Context: an optimization exercise on an open-source flow, tuned for small area and a short achievable clock period. The choices shown serve that exercise and are no tape-out recipe. Only simulation tests tie the RTL to the original design; equivalence was not proved. Power is estimated from default activity; no workload was simulated.

### flow/run.sh
#!/bin/bash
# synth_recipe.tcl (not shown) runs the flow's synth.tcl, then flattens the netlist and writes it again
# the make line also repeats each setting of config.mk as NAME=value (left out here)
make -C /OpenROAD-flow-scripts/flow DESIGN_CONFIG=/design/flow/config.mk WORK_HOME=/design/flow/orfs CLKGATE_MAP_FILE= SYNTH_SCRIPT=/design/flow/synth_recipe.tcl finish
### flow/config.mk
export PLATFORM = sky130hd
export DESIGN_NAME = coreTop
export DESIGN_NICKNAME = coreTop
export VERILOG_FILES = /design/flow/design.v
export SDC_FILE = /design/flow/constraint.sdc
export NUM_CORES = 4
export LEC_CHECK = 0
export CAP_MARGIN = 20
export CORE_MARGIN = 2
export CORE_UTILIZATION = 45
export SETUP_SLACK_MARGIN = 2
export SLEW_MARGIN = 20
export SYNTH_HIERARCHICAL = 1
### flow/constraint.sdc
create_clock -name core_clock -period 12.0 [get_ports {clk}]
set_input_delay 2.4000 -clock core_clock [delete_from_list [all_inputs] [get_ports {clk}]]
set_output_delay 2.4000 -clock core_clock [all_outputs]
set_load 0.01 [all_outputs]
### flow/design.v
package corePkg;
	localparam int wordWidth = 32;
	localparam int regIndexWidth = 4;
	localparam int regCount = 16;
	typedef logic [wordWidth-1:0] wordT;
	typedef logic [regIndexWidth-1:0] regIndexT;
	localparam logic [8:0] opAdd = 9'h1B6;
	localparam logic [8:0] opRsub = 9'h1B8;
	localparam logic [8:0] opAnd = 9'h106;
	localparam logic [8:0] opSll = 9'h08C;
	localparam logic [8:0] opSrl = 9'h08D;
	localparam logic [8:0] opJ = 9'h1FF;
	localparam logic [8:0] opJal = 9'h1FE;
	localparam logic [8:0] opJalr = 9'h1DD;
	localparam logic [8:0] opJr = 9'h1ED;
endpackage
`timescale 1ns/1ps
module instructionDecoder (
	input logic [8:0] opcode,
	output logic isAdd,
	output logic isRsub,
	output logic isAnd,
	output logic isSll,
	output logic isSrl,
	output logic isJ,
	output logic isJal,
	output logic isJalr,
	output logic isJr
);
	assign isAdd = (opcode == corePkg::opAdd);
	assign isRsub = (opcode == corePkg::opRsub);
	assign isAnd = (opcode == corePkg::opAnd);
	assign isSll = (opcode == corePkg::opSll);
	assign isSrl = (opcode == corePkg::opSrl);
	assign isJ = (opcode == corePkg::opJ);
	assign isJal = (opcode == corePkg::opJal);
	assign isJalr = (opcode == corePkg::opJalr);
	assign isJr = (opcode == corePkg::opJr);
endmodule
`timescale 1ns/1ps
module registerFile (
	input logic clk,
	input logic reset,
	input corePkg::regIndexT srcA,
	input corePkg::regIndexT srcB,
	input corePkg::regIndexT writeReg,
	input logic regWriteEnable,
	input corePkg::wordT writeData,
	input logic useImmediate,
	input corePkg::wordT immediate,
	output corePkg::wordT operandA,
	output corePkg::wordT second
);
	corePkg::wordT regs [corePkg::regCount];
	logic [corePkg::regCount-1:0] valid;
	logic [corePkg::regCount-1:0] writeSel;
	logic [corePkg::regCount-1:0] selA;
	logic [corePkg::regCount-1:0] selB;
	always_comb begin
		for (int i = 0; i < corePkg::regCount; i++) begin
			writeSel[i] = regWriteEnable && (writeReg == corePkg::regIndexT'(i));
			selA[i] = valid[i] && (srcA == corePkg::regIndexT'(i));
			selB[i] = valid[i] && !useImmediate && (srcB == corePkg::regIndexT'(i));
		end
	end
	always_ff @(posedge clk) begin
		for (int i = 0; i < corePkg::regCount; i++) begin
			if (writeSel[i])
				regs[i] <= writeData;
		end
	end
	always_ff @(posedge clk) begin
		if (reset)
			valid <= '0;
		else
			valid <= valid | writeSel;
	end
	always_comb begin
		operandA = '0;
		second = immediate & {corePkg::wordWidth{useImmediate}};
		for (int i = 0; i < corePkg::regCount; i++) begin
			operandA = operandA | (regs[i] & {corePkg::wordWidth{selA[i]}});
			second = second | (regs[i] & {corePkg::wordWidth{selB[i]}});
		end
	end
endmodule
`timescale 1ns/1ps
module executeUnit (
	input corePkg::wordT operandA,
	input corePkg::wordT second,
	input logic isAdd,
	input logic isRsub,
	input logic isAnd,
	input logic isSll,
	input logic isSrl,
	input logic isLink,
	input corePkg::wordT pcPlusOne,
	output corePkg::wordT writeData
);
	corePkg::wordT addend;
	corePkg::wordT sum;
	corePkg::wordT shiftIn;
	corePkg::wordT shifted;
	corePkg::wordT shiftedRev;
	corePkg::wordT shiftInRev;
	logic shiftTooWide;
	logic selSll;
	logic selSrl;
	assign addend = operandA ^ {corePkg::wordWidth{isRsub}};
	prefixAdder adder (
		.a(second),
		.b(addend),
		.carryIn(isRsub),
		.sum(sum)
	);
	always_comb begin
		for (int i = 0; i < corePkg::wordWidth; i++) begin
			shiftInRev[i] = operandA[corePkg::wordWidth-1-i];
			shiftedRev[i] = shifted[corePkg::wordWidth-1-i];
		end
	end
	assign shiftIn = isSrl ? shiftInRev : operandA;
	assign shifted = shiftIn << second[4:0];
	assign shiftTooWide = |second[31:5];
	assign selSll = isSll & ~shiftTooWide;
	assign selSrl = isSrl & ~shiftTooWide;
	assign writeData = ({corePkg::wordWidth{isAdd | isRsub}} & sum)
		| ({corePkg::wordWidth{isAnd}} & (operandA & second))
		| ({corePkg::wordWidth{selSll}} & shifted)
		| ({corePkg::wordWidth{selSrl}} & shiftedRev)
		| ({corePkg::wordWidth{isLink}} & pcPlusOne);
endmodule
module prefixAdder (
	input logic [31:0] a,
	input logic [31:0] b,
	input logic carryIn,
	output logic [31:0] sum
);
	logic [31:0] prop;
	logic [31:0] gen0;
	logic g0c;
	logic G1_31;
	logic P1_31;
	logic G1_30;
	logic P1_30;
	logic G1_29;
	logic P1_29;
	logic G1_28;
	logic P1_28;
	logic G1_27;
	logic P1_27;
	logic G1_26;
	logic P1_26;
	logic G1_25;
	logic P1_25;
	logic G1_24;
	logic P1_24;
	logic G1_23;
	logic P1_23;
	logic G1_22;
	logic P1_22;
	logic G1_21;
	logic P1_21;
	logic G1_20;
	logic P1_20;
	logic G1_19;
	logic P1_19;
	logic G1_18;
	logic P1_18;
	logic G1_17;
	logic P1_17;
	logic G1_16;
	logic P1_16;
	logic G1_15;
	logic P1_15;
	logic G1_14;
	logic P1_14;
	logic G1_13;
	logic P1_13;
	logic G1_12;
	logic P1_12;
	logic G1_11;
	logic P1_11;
	logic G1_10;
	logic P1_10;
	logic G1_9;
	logic P1_9;
	logic G1_8;
	logic P1_8;
	logic G1_7;
	logic P1_7;
	logic G1_6;
	logic P1_6;
	logic G1_5;
	logic P1_5;
	logic G1_4;
	logic P1_4;
	logic G1_3;
	logic P1_3;
	logic G1_2;
	logic P1_2;
	logic G1_1;
	logic G2_31;
	logic P2_31;
	logic G2_30;
	logic P2_30;
	logic G2_29;
	logic P2_29;
	logic G2_28;
	logic P2_28;
	logic G2_27;
	logic P2_27;
	logic G2_26;
	logic P2_26;
	logic G2_25;
	logic P2_25;
	logic G2_24;
	logic P2_24;
	logic G2_23;
	logic P2_23;
	logic G2_22;
	logic P2_22;
	logic G2_21;
	logic P2_21;
	logic G2_20;
	logic P2_20;
	logic G2_19;
	logic P2_19;
	logic G2_18;
	logic P2_18;
	logic G2_17;
	logic P2_17;
	logic G2_16;
	logic P2_16;
	logic G2_15;
	logic P2_15;
	logic G2_14;
	logic P2_14;
	logic G2_13;
	logic P2_13;
	logic G2_12;
	logic P2_12;
	logic G2_11;
	logic P2_11;
	logic G2_10;
	logic P2_10;
	logic G2_9;
	logic P2_9;
	logic G2_8;
	logic P2_8;
	logic G2_7;
	logic P2_7;
	logic G2_6;
	logic P2_6;
	logic G2_5;
	logic P2_5;
	logic G2_4;
	logic P2_4;
	logic G2_3;
	logic g0_nx0;
	logic G2_2;
	logic G3_31;
	logic P3_31;
	logic G3_30;
	logic P3_30;
	logic G3_29;
	logic P3_29;
	logic G3_28;
	logic P3_28;
	logic G3_27;
	logic P3_27;
	logic G3_26;
	logic P3_26;
	logic G3_25;
	logic P3_25;
	logic G3_24;
	logic P3_24;
	logic G3_23;
	logic P3_23;
	logic G3_22;
	logic P3_22;
	logic G3_21;
	logic P3_21;
	logic G3_20;
	logic P3_20;
	logic G3_19;
	logic P3_19;
	logic G3_18;
	logic P3_18;
	logic G3_17;
	logic P3_17;
	logic G3_16;
	logic P3_16;
	logic G3_15;
	logic P3_15;
	logic G3_14;
	logic P3_14;
	logic G3_13;
	logic P3_13;
	logic G3_12;
	logic P3_12;
	logic G3_11;
	logic P3_11;
	logic G3_10;
	logic P3_10;
	logic G3_9;
	logic P3_9;
	logic G3_8;
	logic P3_8;
	logic G3_7;
	logic G3_6;
	logic g1_tx1;
	logic G3_5;
	logic G3_4;
	logic G4_31;
	logic P4_31;
	logic G4_30;
	logic P4_30;
	logic G4_29;
	logic P4_29;
	logic G4_28;
	logic P4_28;
	logic G4_27;
	logic P4_27;
	logic G4_26;
	logic P4_26;
	logic G4_25;
	logic P4_25;
	logic G4_24;
	logic P4_24;
	logic G4_23;
	logic P4_23;
	logic G4_22;
	logic P4_22;
	logic G4_21;
	logic P4_21;
	logic G4_20;
	logic P4_20;
	logic G4_19;
	logic P4_19;
	logic G4_18;
	logic P4_18;
	logic G4_17;
	logic P4_17;
	logic G4_16;
	logic P4_16;
	logic G4_15;
	logic G4_14;
	logic G4_13;
	logic G4_12;
	logic g3_nx2;
	logic G4_11;
	logic g2_nx3;
	logic G4_10;
	logic G4_9;
	logic G4_8;
	logic G5_31;
	logic G5_30;
	logic G5_29;
	logic G5_28;
	logic G5_27;
	logic G5_26;
	logic G5_25;
	logic G5_24;
	logic g7_tx4;
	logic G5_23;
	logic g6_tx5;
	logic G5_22;
	logic g5_tx6;
	logic G5_21;
	logic g4_tx7;
	logic G5_20;
	logic G5_19;
	logic G5_18;
	logic G5_17;
	logic G5_16;
	for (genvar k = 0; k < 32; k++) begin : pgBits
		pgGen pg (.a(a[k]), .b(b[k]), .g(gen0[k]), .p(prop[k]));
	end
	assign g0c = gen0[0] | (prop[0] & carryIn);
	blackCellT bc0_31 (.gHi(gen0[31]), .pHi(prop[31]), .gLo(gen0[30]), .pLo(prop[30]), .g(G1_31), .p(P1_31));
	blackCellT bc0_30 (.gHi(gen0[30]), .pHi(prop[30]), .gLo(gen0[29]), .pLo(prop[29]), .g(G1_30), .p(P1_30));
	blackCellT bc0_29 (.gHi(gen0[29]), .pHi(prop[29]), .gLo(gen0[28]), .pLo(prop[28]), .g(G1_29), .p(P1_29));
	blackCellT bc0_28 (.gHi(gen0[28]), .pHi(prop[28]), .gLo(gen0[27]), .pLo(prop[27]), .g(G1_28), .p(P1_28));
	blackCellT bc0_27 (.gHi(gen0[27]), .pHi(prop[27]), .gLo(gen0[26]), .pLo(prop[26]), .g(G1_27), .p(P1_27));
	blackCellT bc0_26 (.gHi(gen0[26]), .pHi(prop[26]), .gLo(gen0[25]), .pLo(prop[25]), .g(G1_26), .p(P1_26));
	blackCellT bc0_25 (.gHi(gen0[25]), .pHi(prop[25]), .gLo(gen0[24]), .pLo(prop[24]), .g(G1_25), .p(P1_25));
	blackCellT bc0_24 (.gHi(gen0[24]), .pHi(prop[24]), .gLo(gen0[23]), .pLo(prop[23]), .g(G1_24), .p(P1_24));
	blackCellT bc0_23 (.gHi(gen0[23]), .pHi(prop[23]), .gLo(gen0[22]), .pLo(prop[22]), .g(G1_23), .p(P1_23));
	blackCellT bc0_22 (.gHi(gen0[22]), .pHi(prop[22]), .gLo(gen0[21]), .pLo(prop[21]), .g(G1_22), .p(P1_22));
	blackCellT bc0_21 (.gHi(gen0[21]), .pHi(prop[21]), .gLo(gen0[20]), .pLo(prop[20]), .g(G1_21), .p(P1_21));
	blackCellT bc0_20 (.gHi(gen0[20]), .pHi(prop[20]), .gLo(gen0[19]), .pLo(prop[19]), .g(G1_20), .p(P1_20));
	blackCellT bc0_19 (.gHi(gen0[19]), .pHi(prop[19]), .gLo(gen0[18]), .pLo(prop[18]), .g(G1_19), .p(P1_19));
	blackCellT bc0_18 (.gHi(gen0[18]), .pHi(prop[18]), .gLo(gen0[17]), .pLo(prop[17]), .g(G1_18), .p(P1_18));
	blackCellT bc0_17 (.gHi(gen0[17]), .pHi(prop[17]), .gLo(gen0[16]), .pLo(prop[16]), .g(G1_17), .p(P1_17));
	blackCellT bc0_16 (.gHi(gen0[16]), .pHi(prop[16]), .gLo(gen0[15]), .pLo(prop[15]), .g(G1_16), .p(P1_16));
	blackCellT bc0_15 (.gHi(gen0[15]), .pHi(prop[15]), .gLo(gen0[14]), .pLo(prop[14]), .g(G1_15), .p(P1_15));
	blackCellT bc0_14 (.gHi(gen0[14]), .pHi(prop[14]), .gLo(gen0[13]), .pLo(prop[13]), .g(G1_14), .p(P1_14));
	blackCellT bc0_13 (.gHi(gen0[13]), .pHi(prop[13]), .gLo(gen0[12]), .pLo(prop[12]), .g(G1_13), .p(P1_13));
	blackCellT bc0_12 (.gHi(gen0[12]), .pHi(prop[12]), .gLo(gen0[11]), .pLo(prop[11]), .g(G1_12), .p(P1_12));
	blackCellT bc0_11 (.gHi(gen0[11]), .pHi(prop[11]), .gLo(gen0[10]), .pLo(prop[10]), .g(G1_11), .p(P1_11));
	blackCellT bc0_10 (.gHi(gen0[10]), .pHi(prop[10]), .gLo(gen0[9]), .pLo(prop[9]), .g(G1_10), .p(P1_10));
	blackCellT bc0_9 (.gHi(gen0[9]), .pHi(prop[9]), .gLo(gen0[8]), .pLo(prop[8]), .g(G1_9), .p(P1_9));
	blackCellT bc0_8 (.gHi(gen0[8]), .pHi(prop[8]), .gLo(gen0[7]), .pLo(prop[7]), .g(G1_8), .p(P1_8));
	blackCellT bc0_7 (.gHi(gen0[7]), .pHi(prop[7]), .gLo(gen0[6]), .pLo(prop[6]), .g(G1_7), .p(P1_7));
	blackCellT bc0_6 (.gHi(gen0[6]), .pHi(prop[6]), .gLo(gen0[5]), .pLo(prop[5]), .g(G1_6), .p(P1_6));
	blackCellT bc0_5 (.gHi(gen0[5]), .pHi(prop[5]), .gLo(gen0[4]), .pLo(prop[4]), .g(G1_5), .p(P1_5));
	blackCellT bc0_4 (.gHi(gen0[4]), .pHi(prop[4]), .gLo(gen0[3]), .pLo(prop[3]), .g(G1_4), .p(P1_4));
	blackCellT bc0_3 (.gHi(gen0[3]), .pHi(prop[3]), .gLo(gen0[2]), .pLo(prop[2]), .g(G1_3), .p(P1_3));
	blackCellT bc0_2 (.gHi(gen0[2]), .pHi(prop[2]), .gLo(gen0[1]), .pLo(prop[1]), .g(G1_2), .p(P1_2));
	grayCellT gc0_1 (.gHi(gen0[1]), .pHi(prop[1]), .gLo(g0c), .g(G1_1));
	blackCellF bc1_31 (.gHi(G1_31), .pHi(P1_31), .gLo(G1_29), .pLo(P1_29), .g(G2_31), .p(P2_31));
	blackCellF bc1_30 (.gHi(G1_30), .pHi(P1_30), .gLo(G1_28), .pLo(P1_28), .g(G2_30), .p(P2_30));
	blackCellF bc1_29 (.gHi(G1_29), .pHi(P1_29), .gLo(G1_27), .pLo(P1_27), .g(G2_29), .p(P2_29));
	blackCellF bc1_28 (.gHi(G1_28), .pHi(P1_28), .gLo(G1_26), .pLo(P1_26), .g(G2_28), .p(P2_28));
	blackCellF bc1_27 (.gHi(G1_27), .pHi(P1_27), .gLo(G1_25), .pLo(P1_25), .g(G2_27), .p(P2_27));
	blackCellF bc1_26 (.gHi(G1_26), .pHi(P1_26), .gLo(G1_24), .pLo(P1_24), .g(G2_26), .p(P2_26));
	blackCellF bc1_25 (.gHi(G1_25), .pHi(P1_25), .gLo(G1_23), .pLo(P1_23), .g(G2_25), .p(P2_25));
	blackCellF bc1_24 (.gHi(G1_24), .pHi(P1_24), .gLo(G1_22), .pLo(P1_22), .g(G2_24), .p(P2_24));
	blackCellF bc1_23 (.gHi(G1_23), .pHi(P1_23), .gLo(G1_21), .pLo(P1_21), .g(G2_23), .p(P2_23));
	blackCellF bc1_22 (.gHi(G1_22), .pHi(P1_22), .gLo(G1_20), .pLo(P1_20), .g(G2_22), .p(P2_22));
	blackCellF bc1_21 (.gHi(G1_21), .pHi(P1_21), .gLo(G1_19), .pLo(P1_19), .g(G2_21), .p(P2_21));
	blackCellF bc1_20 (.gHi(G1_20), .pHi(P1_20), .gLo(G1_18), .pLo(P1_18), .g(G2_20), .p(P2_20));
	blackCellF bc1_19 (.gHi(G1_19), .pHi(P1_19), .gLo(G1_17), .pLo(P1_17), .g(G2_19), .p(P2_19));
	blackCellF bc1_18 (.gHi(G1_18), .pHi(P1_18), .gLo(G1_16), .pLo(P1_16), .g(G2_18), .p(P2_18));
	blackCellF bc1_17 (.gHi(G1_17), .pHi(P1_17), .gLo(G1_15), .pLo(P1_15), .g(G2_17), .p(P2_17));
	blackCellF bc1_16 (.gHi(G1_16), .pHi(P1_16), .gLo(G1_14), .pLo(P1_14), .g(G2_16), .p(P2_16));
	blackCellF bc1_15 (.gHi(G1_15), .pHi(P1_15), .gLo(G1_13), .pLo(P1_13), .g(G2_15), .p(P2_15));
	blackCellF bc1_14 (.gHi(G1_14), .pHi(P1_14), .gLo(G1_12), .pLo(P1_12), .g(G2_14), .p(P2_14));
	blackCellF bc1_13 (.gHi(G1_13), .pHi(P1_13), .gLo(G1_11), .pLo(P1_11), .g(G2_13), .p(P2_13));
	blackCellF bc1_12 (.gHi(G1_12), .pHi(P1_12), .gLo(G1_10), .pLo(P1_10), .g(G2_12), .p(P2_12));
	blackCellF bc1_11 (.gHi(G1_11), .pHi(P1_11), .gLo(G1_9), .pLo(P1_9), .g(G2_11), .p(P2_11));
	blackCellF bc1_10 (.gHi(G1_10), .pHi(P1_10), .gLo(G1_8), .pLo(P1_8), .g(G2_10), .p(P2_10));
	blackCellF bc1_9 (.gHi(G1_9), .pHi(P1_9), .gLo(G1_7), .pLo(P1_7), .g(G2_9), .p(P2_9));
	blackCellF bc1_8 (.gHi(G1_8), .pHi(P1_8), .gLo(G1_6), .pLo(P1_6), .g(G2_8), .p(P2_8));
	blackCellF bc1_7 (.gHi(G1_7), .pHi(P1_7), .gLo(G1_5), .pLo(P1_5), .g(G2_7), .p(P2_7));
	blackCellF bc1_6 (.gHi(G1_6), .pHi(P1_6), .gLo(G1_4), .pLo(P1_4), .g(G2_6), .p(P2_6));
	blackCellF bc1_5 (.gHi(G1_5), .pHi(P1_5), .gLo(G1_3), .pLo(P1_3), .g(G2_5), .p(P2_5));
	blackCellF bc1_4 (.gHi(G1_4), .pHi(P1_4), .gLo(G1_2), .pLo(P1_2), .g(G2_4), .p(P2_4));
	grayCellF gc1_3 (.gHi(G1_3), .pHi(P1_3), .gLo(G1_1), .g(G2_3));
	assign g0_nx0 = ~g0c;
	grayCellF gc1_2 (.gHi(G1_2), .pHi(P1_2), .gLo(g0_nx0), .g(G2_2));
	blackCellT bc2_31 (.gHi(G2_31), .pHi(P2_31), .gLo(G2_27), .pLo(P2_27), .g(G3_31), .p(P3_31));
	blackCellT bc2_30 (.gHi(G2_30), .pHi(P2_30), .gLo(G2_26), .pLo(P2_26), .g(G3_30), .p(P3_30));
	blackCellT bc2_29 (.gHi(G2_29), .pHi(P2_29), .gLo(G2_25), .pLo(P2_25), .g(G3_29), .p(P3_29));
	blackCellT bc2_28 (.gHi(G2_28), .pHi(P2_28), .gLo(G2_24), .pLo(P2_24), .g(G3_28), .p(P3_28));
	blackCellT bc2_27 (.gHi(G2_27), .pHi(P2_27), .gLo(G2_23), .pLo(P2_23), .g(G3_27), .p(P3_27));
	blackCellT bc2_26 (.gHi(G2_26), .pHi(P2_26), .gLo(G2_22), .pLo(P2_22), .g(G3_26), .p(P3_26));
	blackCellT bc2_25 (.gHi(G2_25), .pHi(P2_25), .gLo(G2_21), .pLo(P2_21), .g(G3_25), .p(P3_25));
	blackCellT bc2_24 (.gHi(G2_24), .pHi(P2_24), .gLo(G2_20), .pLo(P2_20), .g(G3_24), .p(P3_24));
	blackCellT bc2_23 (.gHi(G2_23), .pHi(P2_23), .gLo(G2_19), .pLo(P2_19), .g(G3_23), .p(P3_23));
	blackCellT bc2_22 (.gHi(G2_22), .pHi(P2_22), .gLo(G2_18), .pLo(P2_18), .g(G3_22), .p(P3_22));
	blackCellT bc2_21 (.gHi(G2_21), .pHi(P2_21), .gLo(G2_17), .pLo(P2_17), .g(G3_21), .p(P3_21));
	blackCellT bc2_20 (.gHi(G2_20), .pHi(P2_20), .gLo(G2_16), .pLo(P2_16), .g(G3_20), .p(P3_20));
	blackCellT bc2_19 (.gHi(G2_19), .pHi(P2_19), .gLo(G2_15), .pLo(P2_15), .g(G3_19), .p(P3_19));
	blackCellT bc2_18 (.gHi(G2_18), .pHi(P2_18), .gLo(G2_14), .pLo(P2_14), .g(G3_18), .p(P3_18));
	blackCellT bc2_17 (.gHi(G2_17), .pHi(P2_17), .gLo(G2_13), .pLo(P2_13), .g(G3_17), .p(P3_17));
	blackCellT bc2_16 (.gHi(G2_16), .pHi(P2_16), .gLo(G2_12), .pLo(P2_12), .g(G3_16), .p(P3_16));
	blackCellT bc2_15 (.gHi(G2_15), .pHi(P2_15), .gLo(G2_11), .pLo(P2_11), .g(G3_15), .p(P3_15));
	blackCellT bc2_14 (.gHi(G2_14), .pHi(P2_14), .gLo(G2_10), .pLo(P2_10), .g(G3_14), .p(P3_14));
	blackCellT bc2_13 (.gHi(G2_13), .pHi(P2_13), .gLo(G2_9), .pLo(P2_9), .g(G3_13), .p(P3_13));
	blackCellT bc2_12 (.gHi(G2_12), .pHi(P2_12), .gLo(G2_8), .pLo(P2_8), .g(G3_12), .p(P3_12));
	blackCellT bc2_11 (.gHi(G2_11), .pHi(P2_11), .gLo(G2_7), .pLo(P2_7), .g(G3_11), .p(P3_11));
	blackCellT bc2_10 (.gHi(G2_10), .pHi(P2_10), .gLo(G2_6), .pLo(P2_6), .g(G3_10), .p(P3_10));
	blackCellT bc2_9 (.gHi(G2_9), .pHi(P2_9), .gLo(G2_5), .pLo(P2_5), .g(G3_9), .p(P3_9));
	blackCellT bc2_8 (.gHi(G2_8), .pHi(P2_8), .gLo(G2_4), .pLo(P2_4), .g(G3_8), .p(P3_8));
	grayCellT gc2_7 (.gHi(G2_7), .pHi(P2_7), .gLo(G2_3), .g(G3_7));
	grayCellT gc2_6 (.gHi(G2_6), .pHi(P2_6), .gLo(G2_2), .g(G3_6));
	assign g1_tx1 = ~G1_1;
	grayCellT gc2_5 (.gHi(G2_5), .pHi(P2_5), .gLo(g1_tx1), .g(G3_5));
	grayCellT gc2_4 (.gHi(G2_4), .pHi(P2_4), .gLo(g0c), .g(G3_4));
	blackCellF bc3_31 (.gHi(G3_31), .pHi(P3_31), .gLo(G3_23), .pLo(P3_23), .g(G4_31), .p(P4_31));
	blackCellF bc3_30 (.gHi(G3_30), .pHi(P3_30), .gLo(G3_22), .pLo(P3_22), .g(G4_30), .p(P4_30));
	blackCellF bc3_29 (.gHi(G3_29), .pHi(P3_29), .gLo(G3_21), .pLo(P3_21), .g(G4_29), .p(P4_29));
	blackCellF bc3_28 (.gHi(G3_28), .pHi(P3_28), .gLo(G3_20), .pLo(P3_20), .g(G4_28), .p(P4_28));
	blackCellF bc3_27 (.gHi(G3_27), .pHi(P3_27), .gLo(G3_19), .pLo(P3_19), .g(G4_27), .p(P4_27));
	blackCellF bc3_26 (.gHi(G3_26), .pHi(P3_26), .gLo(G3_18), .pLo(P3_18), .g(G4_26), .p(P4_26));
	blackCellF bc3_25 (.gHi(G3_25), .pHi(P3_25), .gLo(G3_17), .pLo(P3_17), .g(G4_25), .p(P4_25));
	blackCellF bc3_24 (.gHi(G3_24), .pHi(P3_24), .gLo(G3_16), .pLo(P3_16), .g(G4_24), .p(P4_24));
	blackCellF bc3_23 (.gHi(G3_23), .pHi(P3_23), .gLo(G3_15), .pLo(P3_15), .g(G4_23), .p(P4_23));
	blackCellF bc3_22 (.gHi(G3_22), .pHi(P3_22), .gLo(G3_14), .pLo(P3_14), .g(G4_22), .p(P4_22));
	blackCellF bc3_21 (.gHi(G3_21), .pHi(P3_21), .gLo(G3_13), .pLo(P3_13), .g(G4_21), .p(P4_21));
	blackCellF bc3_20 (.gHi(G3_20), .pHi(P3_20), .gLo(G3_12), .pLo(P3_12), .g(G4_20), .p(P4_20));
	blackCellF bc3_19 (.gHi(G3_19), .pHi(P3_19), .gLo(G3_11), .pLo(P3_11), .g(G4_19), .p(P4_19));
	blackCellF bc3_18 (.gHi(G3_18), .pHi(P3_18), .gLo(G3_10), .pLo(P3_10), .g(G4_18), .p(P4_18));
	blackCellF bc3_17 (.gHi(G3_17), .pHi(P3_17), .gLo(G3_9), .pLo(P3_9), .g(G4_17), .p(P4_17));
	blackCellF bc3_16 (.gHi(G3_16), .pHi(P3_16), .gLo(G3_8), .pLo(P3_8), .g(G4_16), .p(P4_16));
	grayCellF gc3_15 (.gHi(G3_15), .pHi(P3_15), .gLo(G3_7), .g(G4_15));
	grayCellF gc3_14 (.gHi(G3_14), .pHi(P3_14), .gLo(G3_6), .g(G4_14));
	grayCellF gc3_13 (.gHi(G3_13), .pHi(P3_13), .gLo(G3_5), .g(G4_13));
	grayCellF gc3_12 (.gHi(G3_12), .pHi(P3_12), .gLo(G3_4), .g(G4_12));
	assign g3_nx2 = ~G2_3;
	grayCellF gc3_11 (.gHi(G3_11), .pHi(P3_11), .gLo(g3_nx2), .g(G4_11));
	assign g2_nx3 = ~G2_2;
	grayCellF gc3_10 (.gHi(G3_10), .pHi(P3_10), .gLo(g2_nx3), .g(G4_10));
	grayCellF gc3_9 (.gHi(G3_9), .pHi(P3_9), .gLo(G1_1), .g(G4_9));
	grayCellF gc3_8 (.gHi(G3_8), .pHi(P3_8), .gLo(g0_nx0), .g(G4_8));
	grayCellT gc4_31 (.gHi(G4_31), .pHi(P4_31), .gLo(G4_15), .g(G5_31));
	grayCellT gc4_30 (.gHi(G4_30), .pHi(P4_30), .gLo(G4_14), .g(G5_30));
	grayCellT gc4_29 (.gHi(G4_29), .pHi(P4_29), .gLo(G4_13), .g(G5_29));
	grayCellT gc4_28 (.gHi(G4_28), .pHi(P4_28), .gLo(G4_12), .g(G5_28));
	grayCellT gc4_27 (.gHi(G4_27), .pHi(P4_27), .gLo(G4_11), .g(G5_27));
	grayCellT gc4_26 (.gHi(G4_26), .pHi(P4_26), .gLo(G4_10), .g(G5_26));
	grayCellT gc4_25 (.gHi(G4_25), .pHi(P4_25), .gLo(G4_9), .g(G5_25));
	grayCellT gc4_24 (.gHi(G4_24), .pHi(P4_24), .gLo(G4_8), .g(G5_24));
	assign g7_tx4 = ~G3_7;
	grayCellT gc4_23 (.gHi(G4_23), .pHi(P4_23), .gLo(g7_tx4), .g(G5_23));
	assign g6_tx5 = ~G3_6;
	grayCellT gc4_22 (.gHi(G4_22), .pHi(P4_22), .gLo(g6_tx5), .g(G5_22));
	assign g5_tx6 = ~G3_5;
	grayCellT gc4_21 (.gHi(G4_21), .pHi(P4_21), .gLo(g5_tx6), .g(G5_21));
	assign g4_tx7 = ~G3_4;
	grayCellT gc4_20 (.gHi(G4_20), .pHi(P4_20), .gLo(g4_tx7), .g(G5_20));
	grayCellT gc4_19 (.gHi(G4_19), .pHi(P4_19), .gLo(G2_3), .g(G5_19));
	grayCellT gc4_18 (.gHi(G4_18), .pHi(P4_18), .gLo(G2_2), .g(G5_18));
	grayCellT gc4_17 (.gHi(G4_17), .pHi(P4_17), .gLo(g1_tx1), .g(G5_17));
	grayCellT gc4_16 (.gHi(G4_16), .pHi(P4_16), .gLo(g0c), .g(G5_16));
	assign sum[0] = prop[0] ^ carryIn;
	assign sum[1] = prop[1] ^ g0c;
	assign sum[2] = prop[2] ^ g1_tx1;
	assign sum[3] = prop[3] ^ G2_2;
	assign sum[4] = prop[4] ^ G2_3;
	assign sum[5] = prop[5] ^ g4_tx7;
	assign sum[6] = prop[6] ^ g5_tx6;
	assign sum[7] = prop[7] ^ g6_tx5;
	assign sum[8] = prop[8] ^ g7_tx4;
	assign sum[9] = prop[9] ^ G4_8;
	assign sum[10] = prop[10] ^ G4_9;
	assign sum[11] = prop[11] ^ G4_10;
	assign sum[12] = prop[12] ^ G4_11;
	assign sum[13] = prop[13] ^ G4_12;
	assign sum[14] = prop[14] ^ G4_13;
	assign sum[15] = prop[15] ^ G4_14;
	assign sum[16] = prop[16] ^ G4_15;
	assign sum[17] = ~(prop[17] ^ G5_16);
	assign sum[18] = ~(prop[18] ^ G5_17);
	assign sum[19] = ~(prop[19] ^ G5_18);
	assign sum[20] = ~(prop[20] ^ G5_19);
	assign sum[21] = ~(prop[21] ^ G5_20);
	assign sum[22] = ~(prop[22] ^ G5_21);
	assign sum[23] = ~(prop[23] ^ G5_22);
	assign sum[24] = ~(prop[24] ^ G5_23);
	assign sum[25] = ~(prop[25] ^ G5_24);
	assign sum[26] = ~(prop[26] ^ G5_25);
	assign sum[27] = ~(prop[27] ^ G5_26);
	assign sum[28] = ~(prop[28] ^ G5_27);
	assign sum[29] = ~(prop[29] ^ G5_28);
	assign sum[30] = ~(prop[30] ^ G5_29);
	assign sum[31] = ~(prop[31] ^ G5_30);
endmodule
module pgGen (
	input logic a,
	input logic b,
	output logic g,
	output logic p
);
	assign g = a & b;
	assign p = a ^ b;
endmodule
module blackCellT (
	input logic gHi,
	input logic pHi,
	input logic gLo,
	input logic pLo,
	output logic g,
	output logic p
);
	assign g = ~(gHi | (pHi & gLo));
	assign p = ~(pHi & pLo);
endmodule
module blackCellF (
	input logic gHi,
	input logic pHi,
	input logic gLo,
	input logic pLo,
	output logic g,
	output logic p
);
	assign g = ~(gHi & (pHi | gLo));
	assign p = ~(pHi | pLo);
endmodule
module grayCellT (
	input logic gHi,
	input logic pHi,
	input logic gLo,
	output logic g
);
	assign g = ~(gHi | (pHi & gLo));
endmodule
module grayCellF (
	input logic gHi,
	input logic pHi,
	input logic gLo,
	output logic g
);
	assign g = ~(gHi & (pHi | gLo));
endmodule
`timescale 1ns/1ps
module programCounter #(
	parameter logic [31:0] resetAddress = '0
) (
	input logic clk,
	input logic reset,
	input logic jump,
	input logic jumpReg,
	input logic [22:0] jumpField,
	input corePkg::wordT operandA,
	output corePkg::wordT pc,
	output corePkg::wordT pcPlusOne
);
	corePkg::wordT nextPc;
	assign pcPlusOne = pc + corePkg::wordT'(1);
	always_comb begin
		if (jumpReg)
			nextPc = operandA;
		else if (jump)
			nextPc = {pcPlusOne[31:23], jumpField};
		else
			nextPc = pcPlusOne;
	end
	always_ff @(posedge clk) begin
		if (reset)
			pc <= resetAddress;
		else
			pc <= nextPc;
	end
endmodule
`timescale 1ns/1ps
module coreTop #(
	parameter logic [31:0] resetAddress = '0
) (
	input logic clk,
	input logic reset,
	input corePkg::wordT instr,
	output corePkg::wordT pc,
	output logic regWriteEnable,
	output corePkg::regIndexT writeReg,
	output corePkg::wordT writeData
);
	logic isAdd, isRsub, isAnd, isSll, isSrl, isJ, isJal, isJalr, isJr;
	corePkg::wordT operandA;
	corePkg::wordT second;
	corePkg::wordT immediate;
	logic useImmediate;
	corePkg::wordT pcPlusOne;
	instructionDecoder decoder (
		.opcode(instr[31:23]),
		.isAdd(isAdd),
		.isRsub(isRsub),
		.isAnd(isAnd),
		.isSll(isSll),
		.isSrl(isSrl),
		.isJ(isJ),
		.isJal(isJal),
		.isJalr(isJalr),
		.isJr(isJr)
	);
	assign regWriteEnable = isAdd | isRsub | isAnd | isSll | isSrl | isJal | isJalr;
	assign writeReg = isJal ? 4'd0 : instr[22:19];
	assign useImmediate = (instr[18:16] == 3'b000);
	assign immediate = {{20{instr[15] & (isAdd | isRsub)}}, instr[15:4]};
	registerFile regFile (
		.clk(clk),
		.reset(reset),
		.srcA(instr[3:0]),
		.srcB(instr[7:4]),
		.writeReg(writeReg),
		.regWriteEnable(regWriteEnable),
		.writeData(writeData),
		.useImmediate(useImmediate),
		.immediate(immediate),
		.operandA(operandA),
		.second(second)
	);
	executeUnit execute (
		.operandA(operandA),
		.second(second),
		.isAdd(isAdd),
		.isRsub(isRsub),
		.isAnd(isAnd),
		.isSll(isSll),
		.isSrl(isSrl),
		.isLink(isJal | isJalr),
		.pcPlusOne(pcPlusOne),
		.writeData(writeData)
	);
	programCounter #(
		.resetAddress(resetAddress)
	) pcUnit (
		.clk(clk),
		.reset(reset),
		.jump(isJ | isJal),
		.jumpReg(isJalr | isJr),
		.jumpField(instr[22:0]),
		.operandA(operandA),
		.pc(pc),
		.pcPlusOne(pcPlusOne)
	);
endmodule
==> flow_summary_export.csv, run 1 <==
group,metric,value,unit
timing,finalCritPeriodShare,83.17,%
placed_design,place_ws,0.6288,ns
setup_path,rr_startpoint,"regFile.valid[15]$_SDFF_PP0_",
finish,fillCellCount,5467,
routing,wirelength,142.2,mm
routing,wire_per_inst,39.59,um
logic_synthesis,synth_edf_count,512,
timing,finalSetupViolations,0,
routing,drt_first_pass_iters,17,
logic_synthesis,yosysWarnings,10,
placed_design,place_inst,3423,
clocking,worstSkewPairLatency,0.66,ns
global_route,grt_first_pass_wirelength,194.9,mm
global_route,grt_pass1_vias,26150,
setup_path,cp-start-kind,"input port",
floorplan,die_w,261.5,um
power_and_ir_drop,p_sw,868.3,uW
power_and_ir_drop,ir_drop,0.1297,mV
placed_design,gp_routability_congestion,1.084,
clocking,htreeDepth,2,
min_path,hold_depth,2,
setup_path,crit_type,"input port to output pin",
logic_synthesis,syn_nets,2538,
setup_path,path_max_fanout,25,
timing,max_clock_freq,100.2,MHz
timing,worst_slew_pin_slew,0.9830,ns
clocking,cts_tree,"built",
logic_synthesis,synth_top_cell_area_share,51.51,%
finish,stdcell_count,3592,
setup_path,crit_required,9.60,ns
setup_path,reg2reg_to,"regFile.regs[0][30]$_DFFE_PP_",
power_and_ir_drop,p_seq_share,51.8,%
setup_path,endpoint_kind,"output pin",
placed_design,hpwl,93.52,mm
global_route,grt_max_degree,50,
timing,fin_worst_skew,0.03301,ns
floorplan,die_y,261.5,um
logic_synthesis,synthDistinctLibCells,79,
finish,final_layout_size_suffix_gt1_share,26.79,%
floorplan,rows,94,
timing,relSlewSlack,34.47,%
power_and_ir_drop,power.combinational.fraction,2.2,%
global_route,gr-total-overflow,0,
logic_synthesis,synthArstFlopShare,0,%
floorplan,core,65750,um^2
floorplan,start_util,45.40,%
logic_synthesis,synth.most_common_cell,"edfxtp_1",
routing,via_per_inst,7.592,
logic_synthesis,netlist_instances,2470,
clocking,cts_root_buf,"clkbuf_16",
routing,vias,27270,
timing,fin_setup_tns,0,ns
power_and_ir_drop,pwr_density_cell,112.0,nW/um^2
timing,fin_crit,9.980,ns
logic_synthesis,synth_flop_cell,"edfxtp_1",
clocking,cts_buffers,59,
logic_synthesis,syn_area,29850,um^2
min_path,hold_class,"flip-flop to flip-flop",
power_and_ir_drop,p_int,3.189,mW
logic_synthesis,synth_common_cells,"512 x edfxtp_1, 292 x a22oi_1, 157 x nand2_1",
setup_path,rrSetupSlack,6.96,ns
global_route,grt_use_total,40.63,%
status,outcome,"complete, no violations",
floorplan,num_io_pins,103,
global_route,antenna_found_initial,7,
routing,antenna_left,0,
timing,setup_slack,2.020,ns
logic_synthesis,synth.area.top_cells,"edfxtp_1 52%, a22oi_1 7.3%, a22o_1 3.3%, dfxtp_1 3.2%, a221oi_1 2.9%",
logic_synthesis,seq_area_frac_synth,54.73,%
finish,fin_util,55.12,%
setup_path,r2r_cells,19,
timing,rsz0062_at_grt,"true",
logic_synthesis,yosys.area.top_type,"edfxtp_1",
finish,final_cell_area,36240,um^2
clocking,clk_pin_slew,0.06,ns
floorplan,dieArea,68400,um^2
placed_design,port_buffers,102,
logic_synthesis,avgSynthCellArea,12.08,um^2
clocking,cts_buffer_depth,3,
min_path,hp-start,"regFile.valid[10]$_SDFF_PP0_",
setup_path,cp.arrival,7.58,ns
placed_design,placed_area,32630,um^2
power_and_ir_drop,leakage,13.46,nW
logic_synthesis,synth-seq-cells,560,
finish,num-nets-final,2743,
power_and_ir_drop,pwr-share-clk,46.0,%
routing,drt_iter0_markers,5570,
finish,syn_to_final_growth,21.41,%
timing,finalHoldViolCount,0,
timing,maxSlewViolCount,0,
power_and_ir_drop,swShare,21.40,%
routing,route.detailed.drc,0,
flow_run,drv.max_cap_violation_count,0,
min_path,holdPathEnd,"regFile.valid[10]$_SDFF_PP0_",
clocking,cts_sinks,560,
## worst max-delay path, cell delays in order
cell             delay, ns
dlygate4sd2_1         0.58
nor3b_2               0.45
and3_4                0.37
buf_8                 0.36
a22oi_1               0.11
and4_1                0.21
nand3_1               0.23
ha_1                  0.36
a21oi_2               0.29
o21ai_2               0.13
a21oi_2               0.22
o21ai_2               0.11
a21oi_2               0.22
xnor2_1               0.11
a221oi_2              0.35
o221ai_1              0.19
a221o_1               0.34
clkdlybuf4s50_1       0.50
## flip-flops by register name, summed over array words and instances (netlist names)
| name | flops |
|---|---|
| pcUnit.pc | 32 |
| regFile.regs | 512 |
| regFile.valid | 16 |
## through the flow
step / power [mW] / hold slack (ns)
finish: 4.057 / 0.5299
global route: 4.143 / 0.5491
CTS: 4.057 / 0.5232
detailed placement: 2.221 / 0.5010
global placement: 2.219 / 0.5107
floorplan: 2.178 / 0.4461
## cell families after synthesis
group | count (synthesis) | synth area share [%]
adder cells (fa/ha/maj) | 34 | 1.425
XOR/XNOR | 89 | 2.612
AND/OR/NAND/NOR | 642 | 11.11
multiplexers | 85 | 4.498
flip-flops | 560 | 54.73
AO/OA/AOI/OAI | 844 | 22.39
buffers and inverters | 216 | 3.228
## power groups by stage
stage          clock [mW]  sequential [mW]  combinational (mW)
2_1_floorplan           0             2.14              0.0355
3_5_place_dp            0             2.14              0.0783
6_report             1.87             2.10              0.0896
5_1_grt              1.95             2.10              0.0921
3_3_place_gp            0             2.14              0.0772
4_1_cts              1.87             2.10              0.0844
## Yosys stat by module (local to each module, per instance), excerpt
module / area [um^2] / copies in the design / cells inside
coreTop: 70.07 / 1 / 11
blackCellF: 12.51 / 42 / 2
registerFile: 22020 / 1 / 1464
prefixAdder: 320.3 / 1 / 41
blackCellT: 12.51 / 52 / 2
pgGen: 12.51 / 32 / 1
grayCellT: 8.758 / 20 / 1
executeUnit: 3461 / 1 / 431
grayCellF: 5.005 / 10 / 1
instructionDecoder: 130.1 / 1 / 21
## cell type report
type | instances | area [um^2] | area share, %
Clock buffer | 65 | 1499 | 4.137
Inverter | 27 | 105.1 | 0.2900
Multi-Input combinational cell | 1696 | 13860 | 38.24
Sequential cell | 560 | 16340 | 45.08
Antenna cell | 3 | 7.507 | 0.02072
Tap cell | 864 | 1081 | 2.983
Timing Repair Buffer | 331 | 2872 | 7.924
Clock inverter | 46 | 479.2 | 1.322
## timing repair
action | in CTS | in global routing
buffers inserted | 33 | 20
endpoints found under the setup margin | 32 | 32
gates cloned | 2 | 0
pin swaps | 33 | 38
gates resized for setup | 199 | 83
hold buffers | 0 | 0
## worst max path at each step
| stage | end | from |
|---|---|---|
| 4_1_cts | writeData[19] | instr[18] |
| 3_3_place_gp | writeData[19] | instr[17] |
| 5_1_grt | writeData[18] | instr[2] |
| 2_1_floorplan | writeData[14] | instr[17] |
| 6_report | writeData[31] | instr[6] |
| 3_5_place_dp | writeData[19] | instr[17] |
## layer usage
metal / up-vias / routed length (um) / track usage [%]
met5: - / 58 / 0
met4: 8 / 12670 / 28.71
met3: 834 / 22280 / 15.81
met2: 2738 / 60360 / 60.41
met1: 13180 / 46830 / 48.33
li1: 10510 / - / -
## placed cells by master (no fill, tap or decap), types with 34 or more instances in the layout
cell type / netlist / routed
nand2_1: 157 / 151
buf_4: 2 / 214
a22oi_1: 292 / 290
dfxtp_1: 48 / 48
a21oi_1: 42 / 34
a221oi_1: 100 / 91
nand3_1: 53 / 50
o21ai_2: 42 / 52
nand4_1: 84 / 84
xor2_1: 54 / 54
xnor2_1: 35 / 35
a21oi_2: 74 / 71
nor2_1: 133 / 97
clkbuf_16: 0 / 59
a22o_1: 112 / 112
edfxtp_1: 512 / 512
clkdlybuf4s50_1: 0 / 72
==> inputs of run 2 (changes only) <==
--- a/flow/config.mk
+++ b/flow/config.mk
@@ -10,3 +10,3 @@
 export CORE_UTILIZATION = 45
-export SETUP_SLACK_MARGIN = 2
+export SETUP_SLACK_MARGIN = 3
 export SLEW_MARGIN = 20
==> flow_summary_export.csv, run 2 <==
group,metric,value,unit
clocking,cts_sinks,560,
timing,fin_worst_skew,0.03708,ns
clocking,cts_hold_buffers,0,
setup_path,crit_buf_inv,6,
setup_path,max_stage_delay,0.55,ns
logic_synthesis,synth_edf_count,512,
routing,wirelength,152.2,mm
timing,rsz0062_at_grt,"true",
finish,final_cell_area,39680,um^2
status,outcome,"complete, no violations",
setup_path,cp-start-kind,"input port",
finish,largest_register,"regFile.regs",
finish,num-nets-final,2957,
floorplan,rows,94,
clocking,cts_tree,"built",
floorplan,die_w,261.5,um
clocking,cts_buffer_depth,3,
power_and_ir_drop,ir_drop,0.1305,mV
routing,route.detailed.drc,0,
setup_path,slowest_stage,"a221oi_4",
clocking,htreeDepth,2,
routing,antenna_left,0,
logic_synthesis,yosys.area.top_type,"edfxtp_1",
routing,drt_iter0_markers,6102,
clocking,cts_buffers,59,
clocking,clk_pin_slew,0.06,ns
global_route,antenna_found_initial,9,
floorplan,core,65750,um^2
timing,finalCritPeriodShare,79.02,%
logic_synthesis,synthArstFlopShare,0,%
logic_synthesis,synth-seq-cells,560,
finish,final_cell_mix,"512 x edfxtp_1, 362 x buf_4, 288 x a22oi_1",
setup_path,path_max_fanout,6,
timing,hold_ws,0.5491,ns
setup_path,crit_required,9.60,ns
logic_synthesis,avgSynthCellArea,12.08,um^2
min_path,hold_class,"flip-flop to flip-flop",
power_and_ir_drop,pwr_density_cell,103.0,nW/um^2
placed_design,place_ws,0.6288,ns
setup_path,cp_top_family,"compound AO/OA/AOI/OAI gates",
finish,final_layout_size_suffix_gt1_share,37.84,%
setup_path,crit_chain,"buf_8 > nor3_4 > buf_6 > buf_12 > nor3b_4 > and3_4 > buf_12 > buf_8 > a222oi_1 > nand4_1 > or3_4 > ha_4 > a21oi_4 > o21ai_4 > a21oi_4 > o21ai_2 > a21oi_2 > xnor2_2 > a221oi_4 > o221ai_2 > a21oi_2 > o21ai_2 > buf_2",
routing,drt_first_pass_iters,10,
logic_synthesis,synth_top_cell_area_share,51.51,%
logic_synthesis,synth_common_cells,"512 x edfxtp_1, 292 x a22oi_1, 157 x nand2_1",
logic_synthesis,yosysWarnings,10,
placed_design,port_buffers,102,
setup_path,crit_type,"input port to output pin",
setup_path,endpoint_kind,"output pin",
logic_synthesis,synth_flop_cell,"edfxtp_1",
clocking,worstSkewPairLatency,0.67,ns
floorplan,num_io_pins,103,
routing,via_per_inst,7.633,
routing,wire_per_inst,39.94,um
logic_synthesis,synth.most_common_cell,"edfxtp_1",
finish,syn_to_final_growth,32.93,%
global_route,grt_pass1_vias,27600,
timing,worst_slew_pin_slew,1.062,ns
setup_path,cp.arrival,7.08,ns
logic_synthesis,seq_area_frac_synth,54.73,%
global_route,grt_first_pass_wirelength,206.2,mm
timing,max_clock_freq,105.5,MHz
timing,relSlewSlack,29.22,%
flow_run,drv.max_cap_violation_count,0,
timing,fin_crit,9.482,ns
clocking,cts_root_buf,"clkbuf_16",
finish,fillCellCount,5080,
logic_synthesis,synth.area.top_cells,"edfxtp_1 52%, a22oi_1 7.3%, a22o_1 3.3%, dfxtp_1 3.2%, a221oi_1 2.9%",
routing,vias,29080,
timing,finalHoldViolCount,0,
finish,largest_reg_flops,512,
timing,setup_slack,2.518,ns
placed_design,gp_routability_congestion,1.084,
finish,largestRegisters,"regFile.regs: 512 flops, pcUnit.pc: 32 flops, regFile.valid: 16 flops",
timing,maxSlewViolCount,0,
floorplan,dieArea,68400,um^2
timing,finalSetupViolations,0,
floorplan,die_y,261.5,um
logic_synthesis,syn_area,29850,um^2
floorplan,start_util,45.40,%
timing,fin_setup_tns,0,ns
global_route,gr-total-overflow,0,
power_and_ir_drop,leakage,14.90,nW
logic_synthesis,synthDistinctLibCells,79,
placed_design,placed_area,32630,um^2
global_route,grt_max_degree,50,
placed_design,hpwl,93.52,mm
finish,mostFrequentLayoutCell,"edfxtp_1",
global_route,grt_use_total,43.16,%
logic_synthesis,syn_nets,2538,
logic_synthesis,netlist_instances,2470,
run 2: cell types whose count changed in the layout (fill, tap and decap cells not counted), sizes merged:
cell	delta
clkinvlp	-1
diode	+4
bufbuf	+2
clkdlybuf4s50	-17
dlygate4sd2	-9
clkbuf	+7
o21a	+1
clkdlybuf4s15	+6
dlymetal6s2s	-12
buf	+229
and3	+7
clkinv	+1
run 2: Yosys stat by module (local to each module, per instance), a selection:
module | cells | cell area [um^2] | flops+latches
blackCellF | 2 | 12.51 | 0
pgGen | 1 | 12.51 | 0
coreTop | 11 | 70.07 | 0
grayCellF | 1 | 5.005 | 0
blackCellT | 2 | 12.51 | 0
prefixAdder | 41 | 320.3 | 0
registerFile | 1464 | 22020 | 528
executeUnit | 431 | 3461 | 0
grayCellT | 1 | 8.758 | 0
run 2: kinds of logic after synthesis:
kind of cell,after synthesis,synth area share (%)
fa+ha+maj,34,1.425
mux,85,4.498
buf+inv,216,3.228
xor+xnor,89,2.612
compound gates,844,22.39
simple gates,642,11.11
flops,560,54.73
run 2: final timing paths:
| check | start | to | slack, ns | depth (start not counted) |
|---|---|---|---|---|
| max reg2reg | regFile.valid[5]$_SDFF_PP0_ | regFile.regs[15][10]$_DFFE_PP_ | 6.92 | 21 |
| min | regFile.valid[10]$_SDFF_PP0_ | regFile.valid[10]$_SDFF_PP0_ | 0.55 | 2 |
| max | instr[16] | writeData[18] | 2.52 | 23 |
| min reg2reg | regFile.valid[10]$_SDFF_PP0_ | regFile.valid[10]$_SDFF_PP0_ | 0.55 | 2 |
run 2: through the flow:
stage / instances / total power [mW] / utilization (%)
floorplan: 2470 / 2.178 / -
CTS: 3735 / 4.071 / 58.50
detailed placement: 3423 / 2.221 / 49.62
global placement: 3423 / 2.219 / 49.62
finish: 3810 / 4.087 / 60.35
global route: 3803 / 4.162 / 60.32
run 2: area by class of cell:
cell class / instances / area (um^2) / share of cell area (%)
diodes: 7 / 17.52 / 0.04415
well taps: 864 / 1081 / 2.725
multi-input cells: 1704 / 15300 / 38.57
clock inverters: 46 / 479.2 / 1.208
clock buffers: 65 / 1499 / 3.778
repair buffers: 537 / 4847 / 12.22
inverters: 27 / 113.9 / 0.2870
flip-flops and latches: 560 / 16340 / 41.17
run 2: worst register-to-register path, cell delays in order, from the launching register on:
cell and delay (ns):
dfxtp_1 0.40, and3_4 0.32, buf_4 0.22, a22oi_1 0.18, nand2_1 0.08, or4_4 0.64, xor2_2 0.22, ha_4 0.26
a21oi_4 0.20, o21ai_4 0.13, a21oi_4 0.21, o21ai_2 0.11, xor2_1 0.15, a221oi_1 0.28, buf_4 0.24, o21ai_2 0.08
a211oi_2 0.28, o21ai_4 0.20, buf_4 0.18, buf_4 0.13, buf_4 0.13, buf_4 0.18
run 2: repair_timing:
| action | 4_1_cts | 5_1_grt |
|---|---|---|
| buffers inserted | 187 | 67 |
| gates cloned | 14 | 1 |
| pin swaps | 208 | 141 |
| endpoints found under the setup margin | 32 | 32 |
| gates resized for setup | 558 | 152 |
run 2: routing by layer:
layer,up-vias,part of all wire (%),track usage (%)
li1,10960,-,-
met1,13940,32,49.27
met2,3115,41,62.72
met3,1054,16,19.19
met4,12,10,34.20
met5,-,0.17,2.917
run 2: power by group:
part | internal, mW | total (mW) | switching (mW)
registers | 2.10 | 2.10 | 0.00246
clock network | 1.06 | 1.88 | 0.817
logic | 0.0421 | 0.111 | 0.0688

[port drivers added, routing unchanged]
In the flow no input, the clock included, has a driving cell. The finished layouts below were timed again as built, in two steps. Step 1: set_driving_cell puts a clkbuf_16 on clk and a buf_2 on each other input, an assumption about the parent block. Step 2 also shifts input and output timing later by t, the mid clock arrival at the registers, as if the neighbouring blocks saw the same clock. Three values: no drivers, after step 1, after step 2; two values: the first two.
run | t, ns | slack for setup (ns) | slew at the worst register clock pin (ns) | pins driven straight from the clock port
run 1 | 0.712 | 2.020 / 1.981 / 1.981 | 0.07 / 0.07 | 1
run 2 | 0.720 | 2.518 / 2.480 / 2.480 | 0.07 / 0.07 | 1
After both steps setup and hold are still met in every run listed. The setup slack of run 1, which loses most, moves by -0.039 ns with the drivers and by -0.039 ns with both steps.
